Source: an optimization exercise on an open RTL-to-GDS flow (aim: small area). Production flows keep margins and buffers that such runs may drop.
The RTL of this run was laid out without a check of its function.

$ cat design/flow/config.mk
export PLATFORM = sky130hd
export DESIGN_NAME = direction_to_cube_cross_texel
export DESIGN_NICKNAME = direction_to_cube_cross_texel
export VERILOG_FILES = /design/flow/design.v
export SDC_FILE = /design/flow/constraint.sdc
export NUM_CORES = 4
export LEC_CHECK = 0
export ABC_AREA = 1
export CAP_MARGIN = 20
export CORE_MARGIN = 2
export CORE_UTILIZATION = 40
export SLEW_MARGIN = 20
$ cat design/flow/constraint.sdc
create_clock -name core_clock -period 9.0 [get_ports {clk}]
set_input_delay 1.8000 -clock core_clock [delete_from_list [all_inputs] [get_ports {clk}]]
set_output_delay 1.8000 -clock core_clock [all_outputs]
set_load 0.01 [all_outputs]
$ cat design/flow/run.sh
#!/bin/bash
# synth_recipe.tcl (not shown) runs the flow's synth.tcl, then flattens the netlist and writes it again
# the make line also repeats each setting of config.mk as NAME=value (left out here)
make -C /OpenROAD-flow-scripts/flow DESIGN_CONFIG=/design/flow/config.mk WORK_HOME=/design/flow/orfs CLKGATE_MAP_FILE= SYNTH_SCRIPT=/design/flow/synth_recipe.tcl finish
$ cat design/flow/design.v
package dcct_pkg;
  localparam int TILE_RESET = 256;
endpackage
module direction_to_cube_cross_texel (
  input  logic               clk,
  input  logic               rst,
  input  logic               start,
  output logic               busy,
  input  logic signed [15:0] dir_x,
  input  logic signed [15:0] dir_y,
  input  logic signed [15:0] dir_z,
  input  logic               cfg_we,
  input  logic [10:0]        cfg_wdata,
  output logic               done,
  output logic               hit,
  output logic [2:0]         face,
  output logic [11:0]        texel_col,
  output logic [11:0]        texel_row,
  output logic [23:0]        texel_addr
);
  function automatic logic [15:0] absv(input logic [15:0] d);
    logic [15:0] r;
    logic c;
    c = d[15];
    for (int i = 0; i < 16; i++) begin
      r[i] = d[i] ^ d[15] ^ c;
      c = c & (d[i] ^ d[15]);
    end
    absv = r;
  endfunction
  function automatic logic gev(input logic [15:0] a, input logic [15:0] b);
    logic c;
    c = 1'b1;
    for (int i = 0; i < 16; i++) c = (a[i] & ~b[i]) | (c & (a[i] | ~b[i]));
    gev = c;
  endfunction
  function automatic logic [15:0] divrow(input logic [14:0] r, input logic [15:0] m);
    logic [15:0] a;
    logic [15:0] d;
    logic c;
    logic [14:0] n;
    a = {r, 1'b0};
    c = 1'b1;
    for (int i = 0; i < 16; i++) begin
      d[i] = ~m[i] ^ c;
      c = (a[i] & ~m[i]) | (c & (a[i] | ~m[i]));
    end
    for (int i = 0; i < 15; i++) n[i] = a[i] ^ (c & d[i]);
    divrow = {c, n};
  endfunction
  assign busy = 1'b0;
  logic [10:0] tile;
  always_ff @(posedge clk) begin
    if (rst) tile <= 11'd256;
    else if (cfg_we) tile <= (cfg_wdata == 11'd0) ? 11'd1 : (cfg_wdata > 11'd1024) ? 11'd1024 : cfg_wdata;
  end
  logic [11:0] tile3;
  assign tile3 = {1'b0, tile} + {tile, 1'b0};
  logic sx, sy, sz;
  assign sx = dir_x[15]; assign sy = dir_y[15]; assign sz = dir_z[15];
  logic [15:0] ax, ay, az;
  assign ax = absv(dir_x); assign ay = absv(dir_y); assign az = absv(dir_z);
  logic gxy, gyx, gxz, gzx, gyz, gzy;
  assign gxy = gev(ax, ay); assign gyx = gev(ay, ax);
  assign gxz = gev(ax, az); assign gzx = gev(az, ax);
  assign gyz = gev(ay, az); assign gzy = gev(az, ay);
  logic xmax, ymax, zmax, zvec;
  assign xmax = gxy & gxz; assign ymax = gyx & gyz; assign zmax = gzx & gzy;
  assign zvec = zmax & (dir_z == 16'd0);
  logic [2:0] fsel;
  always_comb begin
    if (zvec) fsel = 3'd7;
    else if (zmax & sz) fsel = 3'd5;
    else if (xmax & sx) fsel = 3'd4;
    else if (ymax & sy) fsel = 3'd3;
    else if (zmax) fsel = 3'd2;
    else if (xmax) fsel = 3'd1;
    else fsel = 3'd0;
  end
  logic eqxy, eqxz, eqyz;
  assign eqxy = gxy & gyx; assign eqxz = gxz & gzx; assign eqyz = gyz & gzy;
  logic [15:0] m0, ac0, ar0;
  logic eqc, eqr, ngc, ngr;
  always_comb begin
    case (fsel)
      3'd0: begin m0 = ay; ac0 = ax; ar0 = az; eqc = eqxy; eqr = eqyz; ngc = sx;  ngr = sz;  end
      3'd1: begin m0 = ax; ac0 = az; ar0 = ay; eqc = eqxz; eqr = eqxy; ngc = sz;  ngr = sy;  end
      3'd2: begin m0 = az; ac0 = ax; ar0 = ay; eqc = eqxz; eqr = eqyz; ngc = sx;  ngr = ~sy; end
      3'd3: begin m0 = ay; ac0 = ax; ar0 = az; eqc = eqxy; eqr = eqyz; ngc = sx;  ngr = ~sz; end
      3'd4: begin m0 = ax; ac0 = az; ar0 = ay; eqc = eqxz; eqr = eqxy; ngc = ~sz; ngr = sy;  end
      3'd5: begin m0 = az; ac0 = ax; ar0 = ay; eqc = eqxz; eqr = eqyz; ngc = sx;  ngr = sy;  end
      default: begin m0 = 16'd1; ac0 = 16'd0; ar0 = 16'd0; eqc = 1'b0; eqr = 1'b0; ngc = 1'b0; ngr = 1'b0; end
    endcase
  end
  logic [0:0] v_s0; assign v_s0 = start;
  logic [2:0] face_s0; assign face_s0 = fsel;
  logic [15:0] m_s0; assign m_s0 = m0;
  logic [14:0] rc_s0; assign rc_s0 = eqc ? 15'd0 : ac0[14:0];
  logic [14:0] rr_s0; assign rr_s0 = eqr ? 15'd0 : ar0[14:0];
  logic [0:0] ngc_s0; assign ngc_s0 = ngc;
  logic [0:0] ngr_s0; assign ngr_s0 = ngr;
  logic [0:0] ivc_s0; assign ivc_s0 = ngc ^ eqc;
  logic [0:0] ivr_s0; assign ivr_s0 = ngr ^ eqr;
  logic [0:0] v_s1;
  always_ff @(posedge clk) v_s1 <= rst ? 1'b0 : v_s0;
  logic [2:0] face_s1;
  always_ff @(posedge clk) face_s1 <= face_s0;
  logic [15:0] m_s1;
  always_ff @(posedge clk) m_s1 <= m_s0;
  logic [14:0] rc_s1;
  always_ff @(posedge clk) rc_s1 <= rc_s0;
  logic [14:0] rr_s1;
  always_ff @(posedge clk) rr_s1 <= rr_s0;
  logic [0:0] ngc_s1;
  always_ff @(posedge clk) ngc_s1 <= ngc_s0;
  logic [0:0] ngr_s1;
  always_ff @(posedge clk) ngr_s1 <= ngr_s0;
  logic [0:0] ivc_s1;
  always_ff @(posedge clk) ivc_s1 <= ivc_s0;
  logic [0:0] ivr_s1;
  always_ff @(posedge clk) ivr_s1 <= ivr_s0;
  logic qc1; logic [14:0] rc_x1;
  assign {qc1, rc_x1} = divrow(rc_s1, m_s1);
  logic qr1; logic [14:0] rr_x1;
  assign {qr1, rr_x1} = divrow(rr_s1, m_s1);
  logic [14:0] rc_s1_1; assign rc_s1_1 = rc_x1;
  logic [0:0] qc1_s1; assign qc1_s1 = qc1;
  logic [14:0] rr_s1_1; assign rr_s1_1 = rr_x1;
  logic [0:0] qr1_s1; assign qr1_s1 = qr1;
  logic qc2; logic [14:0] rc_x2;
  assign {qc2, rc_x2} = divrow(rc_s1_1, m_s1);
  logic qr2; logic [14:0] rr_x2;
  assign {qr2, rr_x2} = divrow(rr_s1_1, m_s1);
  logic [14:0] rc_s1_2; assign rc_s1_2 = rc_x2;
  logic [0:0] qc2_s1; assign qc2_s1 = qc2;
  logic [14:0] rr_s1_2; assign rr_s1_2 = rr_x2;
  logic [0:0] qr2_s1; assign qr2_s1 = qr2;
  logic qc3; logic [14:0] rc_x3;
  assign {qc3, rc_x3} = divrow(rc_s1_2, m_s1);
  logic qr3; logic [14:0] rr_x3;
  assign {qr3, rr_x3} = divrow(rr_s1_2, m_s1);
  logic [14:0] rc_s1_3; assign rc_s1_3 = rc_x3;
  logic [0:0] qc3_s1; assign qc3_s1 = qc3;
  logic [14:0] rr_s1_3; assign rr_s1_3 = rr_x3;
  logic [0:0] qr3_s1; assign qr3_s1 = qr3;
  logic qc4; logic [14:0] rc_x4;
  assign {qc4, rc_x4} = divrow(rc_s1_3, m_s1);
  logic qr4; logic [14:0] rr_x4;
  assign {qr4, rr_x4} = divrow(rr_s1_3, m_s1);
  logic [14:0] rc_s1_4; assign rc_s1_4 = rc_x4;
  logic [0:0] qc4_s1; assign qc4_s1 = qc4;
  logic [14:0] rr_s1_4; assign rr_s1_4 = rr_x4;
  logic [0:0] qr4_s1; assign qr4_s1 = qr4;
  logic [0:0] v_s2;
  always_ff @(posedge clk) v_s2 <= rst ? 1'b0 : v_s1;
  logic [2:0] face_s2;
  always_ff @(posedge clk) face_s2 <= face_s1;
  logic [15:0] m_s2;
  always_ff @(posedge clk) m_s2 <= m_s1;
  logic [0:0] ngc_s2;
  always_ff @(posedge clk) ngc_s2 <= ngc_s1;
  logic [0:0] ngr_s2;
  always_ff @(posedge clk) ngr_s2 <= ngr_s1;
  logic [0:0] ivc_s2;
  always_ff @(posedge clk) ivc_s2 <= ivc_s1;
  logic [0:0] ivr_s2;
  always_ff @(posedge clk) ivr_s2 <= ivr_s1;
  logic [0:0] qc1_s2;
  always_ff @(posedge clk) qc1_s2 <= qc1_s1;
  logic [0:0] qr1_s2;
  always_ff @(posedge clk) qr1_s2 <= qr1_s1;
  logic [0:0] qc2_s2;
  always_ff @(posedge clk) qc2_s2 <= qc2_s1;
  logic [0:0] qr2_s2;
  always_ff @(posedge clk) qr2_s2 <= qr2_s1;
  logic [0:0] qc3_s2;
  always_ff @(posedge clk) qc3_s2 <= qc3_s1;
  logic [0:0] qr3_s2;
  always_ff @(posedge clk) qr3_s2 <= qr3_s1;
  logic [14:0] rc_s2;
  always_ff @(posedge clk) rc_s2 <= rc_s1_4;
  logic [0:0] qc4_s2;
  always_ff @(posedge clk) qc4_s2 <= qc4_s1;
  logic [14:0] rr_s2;
  always_ff @(posedge clk) rr_s2 <= rr_s1_4;
  logic [0:0] qr4_s2;
  always_ff @(posedge clk) qr4_s2 <= qr4_s1;
  logic qc5; logic [14:0] rc_x5;
  assign {qc5, rc_x5} = divrow(rc_s2, m_s2);
  logic qr5; logic [14:0] rr_x5;
  assign {qr5, rr_x5} = divrow(rr_s2, m_s2);
  logic [14:0] rc_s2_5; assign rc_s2_5 = rc_x5;
  logic [0:0] qc5_s2; assign qc5_s2 = qc5;
  logic [14:0] rr_s2_5; assign rr_s2_5 = rr_x5;
  logic [0:0] qr5_s2; assign qr5_s2 = qr5;
  logic qc6; logic [14:0] rc_x6;
  assign {qc6, rc_x6} = divrow(rc_s2_5, m_s2);
  logic qr6; logic [14:0] rr_x6;
  assign {qr6, rr_x6} = divrow(rr_s2_5, m_s2);
  logic [14:0] rc_s2_6; assign rc_s2_6 = rc_x6;
  logic [0:0] qc6_s2; assign qc6_s2 = qc6;
  logic [14:0] rr_s2_6; assign rr_s2_6 = rr_x6;
  logic [0:0] qr6_s2; assign qr6_s2 = qr6;
  logic qc7; logic [14:0] rc_x7;
  assign {qc7, rc_x7} = divrow(rc_s2_6, m_s2);
  logic qr7; logic [14:0] rr_x7;
  assign {qr7, rr_x7} = divrow(rr_s2_6, m_s2);
  logic [14:0] rc_s2_7; assign rc_s2_7 = rc_x7;
  logic [0:0] qc7_s2; assign qc7_s2 = qc7;
  logic [14:0] rr_s2_7; assign rr_s2_7 = rr_x7;
  logic [0:0] qr7_s2; assign qr7_s2 = qr7;
  logic qc8; logic [14:0] rc_x8;
  assign {qc8, rc_x8} = divrow(rc_s2_7, m_s2);
  logic qr8; logic [14:0] rr_x8;
  assign {qr8, rr_x8} = divrow(rr_s2_7, m_s2);
  logic [14:0] rc_s2_8; assign rc_s2_8 = rc_x8;
  logic [0:0] qc8_s2; assign qc8_s2 = qc8;
  logic [14:0] rr_s2_8; assign rr_s2_8 = rr_x8;
  logic [0:0] qr8_s2; assign qr8_s2 = qr8;
  logic [0:0] v_s3;
  always_ff @(posedge clk) v_s3 <= rst ? 1'b0 : v_s2;
  logic [2:0] face_s3;
  always_ff @(posedge clk) face_s3 <= face_s2;
  logic [15:0] m_s3;
  always_ff @(posedge clk) m_s3 <= m_s2;
  logic [0:0] ngc_s3;
  always_ff @(posedge clk) ngc_s3 <= ngc_s2;
  logic [0:0] ngr_s3;
  always_ff @(posedge clk) ngr_s3 <= ngr_s2;
  logic [0:0] ivc_s3;
  always_ff @(posedge clk) ivc_s3 <= ivc_s2;
  logic [0:0] ivr_s3;
  always_ff @(posedge clk) ivr_s3 <= ivr_s2;
  logic [0:0] qc1_s3;
  always_ff @(posedge clk) qc1_s3 <= qc1_s2;
  logic [0:0] qr1_s3;
  always_ff @(posedge clk) qr1_s3 <= qr1_s2;
  logic [0:0] qc2_s3;
  always_ff @(posedge clk) qc2_s3 <= qc2_s2;
  logic [0:0] qr2_s3;
  always_ff @(posedge clk) qr2_s3 <= qr2_s2;
  logic [0:0] qc3_s3;
  always_ff @(posedge clk) qc3_s3 <= qc3_s2;
  logic [0:0] qr3_s3;
  always_ff @(posedge clk) qr3_s3 <= qr3_s2;
  logic [0:0] qc4_s3;
  always_ff @(posedge clk) qc4_s3 <= qc4_s2;
  logic [0:0] qr4_s3;
  always_ff @(posedge clk) qr4_s3 <= qr4_s2;
  logic [0:0] qc5_s3;
  always_ff @(posedge clk) qc5_s3 <= qc5_s2;
  logic [0:0] qr5_s3;
  always_ff @(posedge clk) qr5_s3 <= qr5_s2;
  logic [0:0] qc6_s3;
  always_ff @(posedge clk) qc6_s3 <= qc6_s2;
  logic [0:0] qr6_s3;
  always_ff @(posedge clk) qr6_s3 <= qr6_s2;
  logic [0:0] qc7_s3;
  always_ff @(posedge clk) qc7_s3 <= qc7_s2;
  logic [0:0] qr7_s3;
  always_ff @(posedge clk) qr7_s3 <= qr7_s2;
  logic [14:0] rc_s3;
  always_ff @(posedge clk) rc_s3 <= rc_s2_8;
  logic [0:0] qc8_s3;
  always_ff @(posedge clk) qc8_s3 <= qc8_s2;
  logic [14:0] rr_s3;
  always_ff @(posedge clk) rr_s3 <= rr_s2_8;
  logic [0:0] qr8_s3;
  always_ff @(posedge clk) qr8_s3 <= qr8_s2;
  logic qc9; logic [14:0] rc_x9;
  assign {qc9, rc_x9} = divrow(rc_s3, m_s3);
  logic qr9; logic [14:0] rr_x9;
  assign {qr9, rr_x9} = divrow(rr_s3, m_s3);
  logic [14:0] rc_s3_9; assign rc_s3_9 = rc_x9;
  logic [0:0] qc9_s3; assign qc9_s3 = qc9;
  logic [14:0] rr_s3_9; assign rr_s3_9 = rr_x9;
  logic [0:0] qr9_s3; assign qr9_s3 = qr9;
  logic qc10; logic [14:0] rc_x10;
  assign {qc10, rc_x10} = divrow(rc_s3_9, m_s3);
  logic qr10; logic [14:0] rr_x10;
  assign {qr10, rr_x10} = divrow(rr_s3_9, m_s3);
  logic [14:0] rc_s3_10; assign rc_s3_10 = rc_x10;
  logic [0:0] qc10_s3; assign qc10_s3 = qc10;
  logic [14:0] rr_s3_10; assign rr_s3_10 = rr_x10;
  logic [0:0] qr10_s3; assign qr10_s3 = qr10;
  logic qc11; logic [14:0] rc_x11;
  assign {qc11, rc_x11} = divrow(rc_s3_10, m_s3);
  logic qr11; logic [14:0] rr_x11;
  assign {qr11, rr_x11} = divrow(rr_s3_10, m_s3);
  logic [14:0] rc_s3_11; assign rc_s3_11 = rc_x11;
  logic [0:0] qc11_s3; assign qc11_s3 = qc11;
  logic [14:0] rr_s3_11; assign rr_s3_11 = rr_x11;
  logic [0:0] qr11_s3; assign qr11_s3 = qr11;
  logic qc12; logic [14:0] rc_x12;
  assign {qc12, rc_x12} = divrow(rc_s3_11, m_s3);
  logic qr12; logic [14:0] rr_x12;
  assign {qr12, rr_x12} = divrow(rr_s3_11, m_s3);
  logic [14:0] rc_s3_12; assign rc_s3_12 = rc_x12;
  logic [0:0] qc12_s3; assign qc12_s3 = qc12;
  logic [14:0] rr_s3_12; assign rr_s3_12 = rr_x12;
  logic [0:0] qr12_s3; assign qr12_s3 = qr12;
  logic [0:0] v_s4;
  always_ff @(posedge clk) v_s4 <= rst ? 1'b0 : v_s3;
  logic [2:0] face_s4;
  always_ff @(posedge clk) face_s4 <= face_s3;
  logic [15:0] m_s4;
  always_ff @(posedge clk) m_s4 <= m_s3;
  logic [0:0] ngc_s4;
  always_ff @(posedge clk) ngc_s4 <= ngc_s3;
  logic [0:0] ngr_s4;
  always_ff @(posedge clk) ngr_s4 <= ngr_s3;
  logic [0:0] ivc_s4;
  always_ff @(posedge clk) ivc_s4 <= ivc_s3;
  logic [0:0] ivr_s4;
  always_ff @(posedge clk) ivr_s4 <= ivr_s3;
  logic [0:0] qc1_s4;
  always_ff @(posedge clk) qc1_s4 <= qc1_s3;
  logic [0:0] qr1_s4;
  always_ff @(posedge clk) qr1_s4 <= qr1_s3;
  logic [0:0] qc2_s4;
  always_ff @(posedge clk) qc2_s4 <= qc2_s3;
  logic [0:0] qr2_s4;
  always_ff @(posedge clk) qr2_s4 <= qr2_s3;
  logic [0:0] qc3_s4;
  always_ff @(posedge clk) qc3_s4 <= qc3_s3;
  logic [0:0] qr3_s4;
  always_ff @(posedge clk) qr3_s4 <= qr3_s3;
  logic [0:0] qc4_s4;
  always_ff @(posedge clk) qc4_s4 <= qc4_s3;
  logic [0:0] qr4_s4;
  always_ff @(posedge clk) qr4_s4 <= qr4_s3;
  logic [0:0] qc5_s4;
  always_ff @(posedge clk) qc5_s4 <= qc5_s3;
  logic [0:0] qr5_s4;
  always_ff @(posedge clk) qr5_s4 <= qr5_s3;
  logic [0:0] qc6_s4;
  always_ff @(posedge clk) qc6_s4 <= qc6_s3;
  logic [0:0] qr6_s4;
  always_ff @(posedge clk) qr6_s4 <= qr6_s3;
  logic [0:0] qc7_s4;
  always_ff @(posedge clk) qc7_s4 <= qc7_s3;
  logic [0:0] qr7_s4;
  always_ff @(posedge clk) qr7_s4 <= qr7_s3;
  logic [0:0] qc8_s4;
  always_ff @(posedge clk) qc8_s4 <= qc8_s3;
  logic [0:0] qr8_s4;
  always_ff @(posedge clk) qr8_s4 <= qr8_s3;
  logic [0:0] qc9_s4;
  always_ff @(posedge clk) qc9_s4 <= qc9_s3;
  logic [0:0] qr9_s4;
  always_ff @(posedge clk) qr9_s4 <= qr9_s3;
  logic [0:0] qc10_s4;
  always_ff @(posedge clk) qc10_s4 <= qc10_s3;
  logic [0:0] qr10_s4;
  always_ff @(posedge clk) qr10_s4 <= qr10_s3;
  logic [0:0] qc11_s4;
  always_ff @(posedge clk) qc11_s4 <= qc11_s3;
  logic [0:0] qr11_s4;
  always_ff @(posedge clk) qr11_s4 <= qr11_s3;
  logic [14:0] rc_s4;
  always_ff @(posedge clk) rc_s4 <= rc_s3_12;
  logic [0:0] qc12_s4;
  always_ff @(posedge clk) qc12_s4 <= qc12_s3;
  logic [14:0] rr_s4;
  always_ff @(posedge clk) rr_s4 <= rr_s3_12;
  logic [0:0] qr12_s4;
  always_ff @(posedge clk) qr12_s4 <= qr12_s3;
  logic qc13; logic [14:0] rc_x13;
  assign {qc13, rc_x13} = divrow(rc_s4, m_s4);
  logic qr13; logic [14:0] rr_x13;
  assign {qr13, rr_x13} = divrow(rr_s4, m_s4);
  logic [14:0] rc_s4_13; assign rc_s4_13 = rc_x13;
  logic [0:0] qc13_s4; assign qc13_s4 = qc13;
  logic [14:0] rr_s4_13; assign rr_s4_13 = rr_x13;
  logic [0:0] qr13_s4; assign qr13_s4 = qr13;
  logic qc14; logic [14:0] rc_x14;
  assign {qc14, rc_x14} = divrow(rc_s4_13, m_s4);
  logic qr14; logic [14:0] rr_x14;
  assign {qr14, rr_x14} = divrow(rr_s4_13, m_s4);
  logic [14:0] rc_s4_14; assign rc_s4_14 = rc_x14;
  logic [0:0] qc14_s4; assign qc14_s4 = qc14;
  logic [14:0] rr_s4_14; assign rr_s4_14 = rr_x14;
  logic [0:0] qr14_s4; assign qr14_s4 = qr14;
  logic [0:0] zc_s4; assign zc_s4 = (rc_s4_14 == 15'd0) | ({rc_s4_14, 1'b0} == m_s4);
  logic [0:0] zr_s4; assign zr_s4 = (rr_s4_14 == 15'd0) | ({rr_s4_14, 1'b0} == m_s4);
  logic qc15; logic [14:0] rc_x15;
  assign {qc15, rc_x15} = divrow(rc_s4_14, m_s4);
  logic qr15; logic [14:0] rr_x15;
  assign {qr15, rr_x15} = divrow(rr_s4_14, m_s4);
  logic [14:0] rc_s4_15; assign rc_s4_15 = rc_x15;
  logic [0:0] qc15_s4; assign qc15_s4 = qc15;
  logic [14:0] rr_s4_15; assign rr_s4_15 = rr_x15;
  logic [0:0] qr15_s4; assign qr15_s4 = qr15;
  logic [0:0] v_s5;
  always_ff @(posedge clk) v_s5 <= rst ? 1'b0 : v_s4;
  logic [2:0] face_s5;
  always_ff @(posedge clk) face_s5 <= face_s4;
  logic [0:0] ngc_s5;
  always_ff @(posedge clk) ngc_s5 <= ngc_s4;
  logic [0:0] ngr_s5;
  always_ff @(posedge clk) ngr_s5 <= ngr_s4;
  logic [0:0] ivc_s5;
  always_ff @(posedge clk) ivc_s5 <= ivc_s4;
  logic [0:0] ivr_s5;
  always_ff @(posedge clk) ivr_s5 <= ivr_s4;
  logic [0:0] qc1_s5;
  always_ff @(posedge clk) qc1_s5 <= qc1_s4;
  logic [0:0] qr1_s5;
  always_ff @(posedge clk) qr1_s5 <= qr1_s4;
  logic [0:0] qc2_s5;
  always_ff @(posedge clk) qc2_s5 <= qc2_s4;
  logic [0:0] qr2_s5;
  always_ff @(posedge clk) qr2_s5 <= qr2_s4;
  logic [0:0] qc3_s5;
  always_ff @(posedge clk) qc3_s5 <= qc3_s4;
  logic [0:0] qr3_s5;
  always_ff @(posedge clk) qr3_s5 <= qr3_s4;
  logic [0:0] qc4_s5;
  always_ff @(posedge clk) qc4_s5 <= qc4_s4;
  logic [0:0] qr4_s5;
  always_ff @(posedge clk) qr4_s5 <= qr4_s4;
  logic [0:0] qc5_s5;
  always_ff @(posedge clk) qc5_s5 <= qc5_s4;
  logic [0:0] qr5_s5;
  always_ff @(posedge clk) qr5_s5 <= qr5_s4;
  logic [0:0] qc6_s5;
  always_ff @(posedge clk) qc6_s5 <= qc6_s4;
  logic [0:0] qr6_s5;
  always_ff @(posedge clk) qr6_s5 <= qr6_s4;
  logic [0:0] qc7_s5;
  always_ff @(posedge clk) qc7_s5 <= qc7_s4;
  logic [0:0] qr7_s5;
  always_ff @(posedge clk) qr7_s5 <= qr7_s4;
  logic [0:0] qc8_s5;
  always_ff @(posedge clk) qc8_s5 <= qc8_s4;
  logic [0:0] qr8_s5;
  always_ff @(posedge clk) qr8_s5 <= qr8_s4;
  logic [0:0] qc9_s5;
  always_ff @(posedge clk) qc9_s5 <= qc9_s4;
  logic [0:0] qr9_s5;
  always_ff @(posedge clk) qr9_s5 <= qr9_s4;
  logic [0:0] qc10_s5;
  always_ff @(posedge clk) qc10_s5 <= qc10_s4;
  logic [0:0] qr10_s5;
  always_ff @(posedge clk) qr10_s5 <= qr10_s4;
  logic [0:0] qc11_s5;
  always_ff @(posedge clk) qc11_s5 <= qc11_s4;
  logic [0:0] qr11_s5;
  always_ff @(posedge clk) qr11_s5 <= qr11_s4;
  logic [0:0] qc12_s5;
  always_ff @(posedge clk) qc12_s5 <= qc12_s4;
  logic [0:0] qr12_s5;
  always_ff @(posedge clk) qr12_s5 <= qr12_s4;
  logic [0:0] qc13_s5;
  always_ff @(posedge clk) qc13_s5 <= qc13_s4;
  logic [0:0] qr13_s5;
  always_ff @(posedge clk) qr13_s5 <= qr13_s4;
  logic [0:0] qc14_s5;
  always_ff @(posedge clk) qc14_s5 <= qc14_s4;
  logic [0:0] qr14_s5;
  always_ff @(posedge clk) qr14_s5 <= qr14_s4;
  logic [0:0] zc_s5;
  always_ff @(posedge clk) zc_s5 <= zc_s4;
  logic [0:0] zr_s5;
  always_ff @(posedge clk) zr_s5 <= zr_s4;
  logic [0:0] qc15_s5;
  always_ff @(posedge clk) qc15_s5 <= qc15_s4;
  logic [0:0] qr15_s5;
  always_ff @(posedge clk) qr15_s5 <= qr15_s4;
  logic [2:0] hc; logic [14:0] gc; logic ic;
  assign hc = ((face_s5 == 3'd1) ? 3'd5 : (face_s5 == 3'd4) ? 3'd1 : (face_s5 == 3'd7) ? 3'd0 : 3'd3) - 3'(ngc_s5);
  assign gc = {qc1_s5, qc2_s5, qc3_s5, qc4_s5, qc5_s5, qc6_s5, qc7_s5, qc8_s5, qc9_s5, qc10_s5, qc11_s5, qc12_s5, qc13_s5, qc14_s5, qc15_s5} ^ {15{ivc_s5}};
  assign ic = ivc_s5 & zc_s5 & ~((face_s5 == 3'd1) & ivc_s5 & ~ngc_s5);
  logic [28:0] pmc; assign pmc = 29'({hc, gc} * tile) + 29'(ic ? tile : 11'd0);
  logic [11:0] vc_s5; assign vc_s5 = pmc[27:16];
  logic [2:0] hr; logic [14:0] gr; logic ir;
  assign hr = ((face_s5 == 3'd0) ? 3'd5 : (face_s5 == 3'd2) ? 3'd7 : (face_s5 == 3'd3) ? 3'd1 : (face_s5 == 3'd7) ? 3'd0 : 3'd3) - 3'(ngr_s5);
  assign gr = {qr1_s5, qr2_s5, qr3_s5, qr4_s5, qr5_s5, qr6_s5, qr7_s5, qr8_s5, qr9_s5, qr10_s5, qr11_s5, qr12_s5, qr13_s5, qr14_s5, qr15_s5} ^ {15{ivr_s5}};
  assign ir = ivr_s5 & zr_s5 & ~((face_s5 == 3'd2) & ivr_s5 & ~ngr_s5);
  logic [28:0] pmr; assign pmr = 29'({hr, gr} * tile) + 29'(ir ? tile : 11'd0);
  logic [11:0] vr_s5; assign vr_s5 = pmr[27:16];
  logic [0:0] v_s6;
  always_ff @(posedge clk) v_s6 <= rst ? 1'b0 : v_s5;
  logic [2:0] face_s6;
  always_ff @(posedge clk) face_s6 <= face_s5;
  logic [11:0] vc_s6;
  always_ff @(posedge clk) vc_s6 <= vc_s5;
  logic [11:0] vr_s6;
  always_ff @(posedge clk) vr_s6 <= vr_s5;
  assign done = v_s6;
  assign hit = (face_s6 != 3'd7);
  assign face = (face_s6 == 3'd7) ? 3'd0 : face_s6;
  assign texel_col = vc_s6;
  assign texel_row = vr_s6;
  assign texel_addr = 24'(vr_s6 * tile3) + 24'(vc_s6);
endmodule
==> metrics.yaml <==
outcome: "failed layout checks"
so_faults: "setup timing"
rsz0062_at_grt: "true"
clockRootBuffer: "clkbuf_16"
syn-cell-area_sq_mm: 0.0497
cpMostUsedCell: "a21oi_2"
max_stage_delay_ps: 540
finalCritPeriodShare_pct: 104
met1_usage_pct: 26.5
fin_ws_ps: -401
max_freq_ghz: 0.106
drc: 0
fillers: 12612
cts_buffers: 43
synth_common_cells: "nand2_1 (2,134), inv_1 (1,244), xor2_1 (488)"
worstHoldStart: "face_s2[1]$_DFF_P_"
place_hpwl_mm: 107
fin_util_pct: 43.9
cts_buffer_depth: 3
use_met2_pct: 36.5
port_buffers: 115
core_sq_mm: 0.123
synthCells: 7096
routabilityCongestion: 0.895
critPathLaunchType: "register"
die_y_microns: 356
setup_tns_ps: -1590
pin_count: 117
dr_total_vias: 42868
cts_tree: "yes"
synth.avg_cell_area_sq_um: 7.00
grt_start_max_net_pins: 39
clk_transition_reported_paths_ps: 60
timing_worst_setup_path_type: "register to output port"
tightest_slew_ps: 1020
clock_latency_ps: 640
hold_depth: 0
antenna_found_initial: 3
busiest_layer: "met2"
drtAntennaViolNets: 0
first_pass_iters: 7
hold_violations: 0
whs_endpoint: "face_s3[1]$_DFF_P_"
synth.largest_area_cell: "fa_1"
path_max_fanout: 4
postSynth.asyncResetShare_pct: 0
cp-end-kind: "output port"
crit_required_ps: 7200
finalClockSkew_ps: 37.9
cp_slowest_cell: "fa_1"
max_cap_viol_count: 0
yosysWarnings: 1
rr_endpoint: "rr_s3[5]$_DFF_P_"
use_met3_pct: 2.16
synth_seq_cells: 343
synth_area_leaders: "fa_1 (17%), nand2_1 (16%), dfxtp_1 (14%)"
wl_mm: 130
rrSetupSlack_ps: 910
numClockSinks: 343
rows: 129
ys_seq_area_share_pct: 13.8
maxSlewViolCount: 0
wl_per_cell_microns: 14.6
synth_edf_count: 0
reg2regPathDepth: 70
finalSetupViolCount: 7
overflow: 0
r2r_start: "m_s2[0]$_DFF_P_"
die_w_microns: 356
arrival_ps: 7600
viasPerCell: 4.83
drt_first_iter_violations: 2471
cts_max_level: 2
synth_nets: 7898
die_area_sq_mm: 0.127
grt_use_total_pct: 20.6
ys_types: 64
grt_pass1_wl_mm: 215
synth.most_common_cell: "nand2_1"
max_slew_margin_pct: 32.1
hp-class: "register to register"
synth_top_area_share_pct: 16.8
nets: 8001
ys.flop_type: "dfxtp_1"
post-route-min-period_ps: 9400
area_growth_pct: 9.23
drive_above_1_share_pct: 11.8
grt_pass1_vias: 41795
initial_utilization_pct: 40.2
-- metrics by stage --
step           cell area [sq um]  cells  setup slack [ps]  hold slack, ps
2_1_floorplan              49700   7096               247             310
3_3_place_gp               52400   8779              -654             310
3_5_place_dp               52400   8779              -611             312
4_1_cts                    54000   8862              -451             321
5_1_grt                    54300   8870              -827             323
6_report                   54300   8872              -401             320
-- routing by layer --
| layer | vias to the layer above | share of wire (%) |
|---|---|---|
| li1 | 21675 | - |
| met1 | 20159 | 45 |
| met2 | 853 | 49 |
| met3 | 175 | 3.9 |
| met4 | 6 | 2.6 |
| met5 | - | 0.026 |
-- worst max-delay path: cells and delay by family, from the launching register on --
kind,cells,cell delay [ps]
compound gates,10,950
simple gates,13,1400
xor+xnor,1,120
fa+ha+maj,7,2960
buf+inv,13,1130
flops,1,360
-- cell usage in the layout (no fill, tap or decap), drive strengths merged, types with 104 or more instances in the layout --
cell type,netlist,routed
nand2,2202,2202
inv,1269,1285
nand3,747,747
xor2,495,495
nor2,485,485
fa,416,416
dfxtp,343,343
ha,323,323
buf,87,203
a21oi,104,104
-- sequential cells by signal, indices dropped and copies added, names as in the netlist, 16 cells and up --
signal  cells
m_s3       16
m_s4       16
m_s2       16
m_s1       16
-- worst max path at each step --
stage,from,end,slack [ps]
final,tile[2]$_SDFFE_PP0P_,texel_addr[20],-400
after detailed placement,tile[2]$_SDFFE_PP0P_,texel_addr[22],-610
after global routing,tile[1]$_SDFFE_PP0P_,texel_addr[22],-830
after CTS,tile[2]$_SDFFE_PP0P_,texel_addr[23],-450
after floorplan,tile[2]$_SDFFE_PP0P_,texel_addr[22],250
after global placement,tile[2]$_SDFFE_PP0P_,texel_addr[22],-650
-- what timing repair did --
item | CTS | global route
cloned | 0 | 0
endpoints found under the setup margin | 12 | 76
gates resized for setup | 88 | 59
setup buffers | 5 | 8
pin swaps | 14 | 19
endpoints found under the hold margin | 0 | 0
hold buffers | 0 | 0
-- final cells by class --
cell class	instances	area, sq um	area share, %
antenna	2	5.00	0.00922
clock buffer	50	1130	2.09
clock inverter	29	277	0.510
inverter	1299	4910	9.04
multi-input combinational	5204	36400	67.0
sequential	343	6880	12.7
tap	1637	2050	3.77
timing repair buffer	308	2650	4.89
-- cells by family (layout without fill, tap and decap cells) --
| logic type | count (synthesis) | in the layout | share of synthesized area [%] |
|---|---|---|---|
| flip-flops | 343 | 343 | 13.8 |
| buffers and inverters | 1549 | 1686 | 13.7 |
| adder cells (fa/ha/maj) | 740 | 740 | 24.9 |
| other | 1 | 3 | 0.00755 |
| AO/OA/AOI/OAI | 323 | 323 | 3.97 |
| AND/OR/NAND/NOR | 3552 | 3552 | 33.0 |
| XOR/XNOR | 588 | 588 | 10.5 |

[port drivers added, routing unchanged]
Ports are ideal in the flow. The routed layout listed here was re-timed in OpenROAD. Step 1 sets driving cells, clkbuf_16 on the clock port and buf_2 on the other inputs (assumed; they add their load-dependent delay and slew). Step 2 also shifts input and output timing later by t, the mid clock arrival at the registers, as if the neighbouring blocks saw the same clock. Three values: no drivers, after step 1, after step 2; two values: the first two.
shift t [ns]: 0.705
setup slack, ns: -0.401 / -0.480 / 0.225
worst setup path after step 2: register to output
The setup slack of this run moves by -0.079 ns with the drivers and by +0.626 ns with both steps.
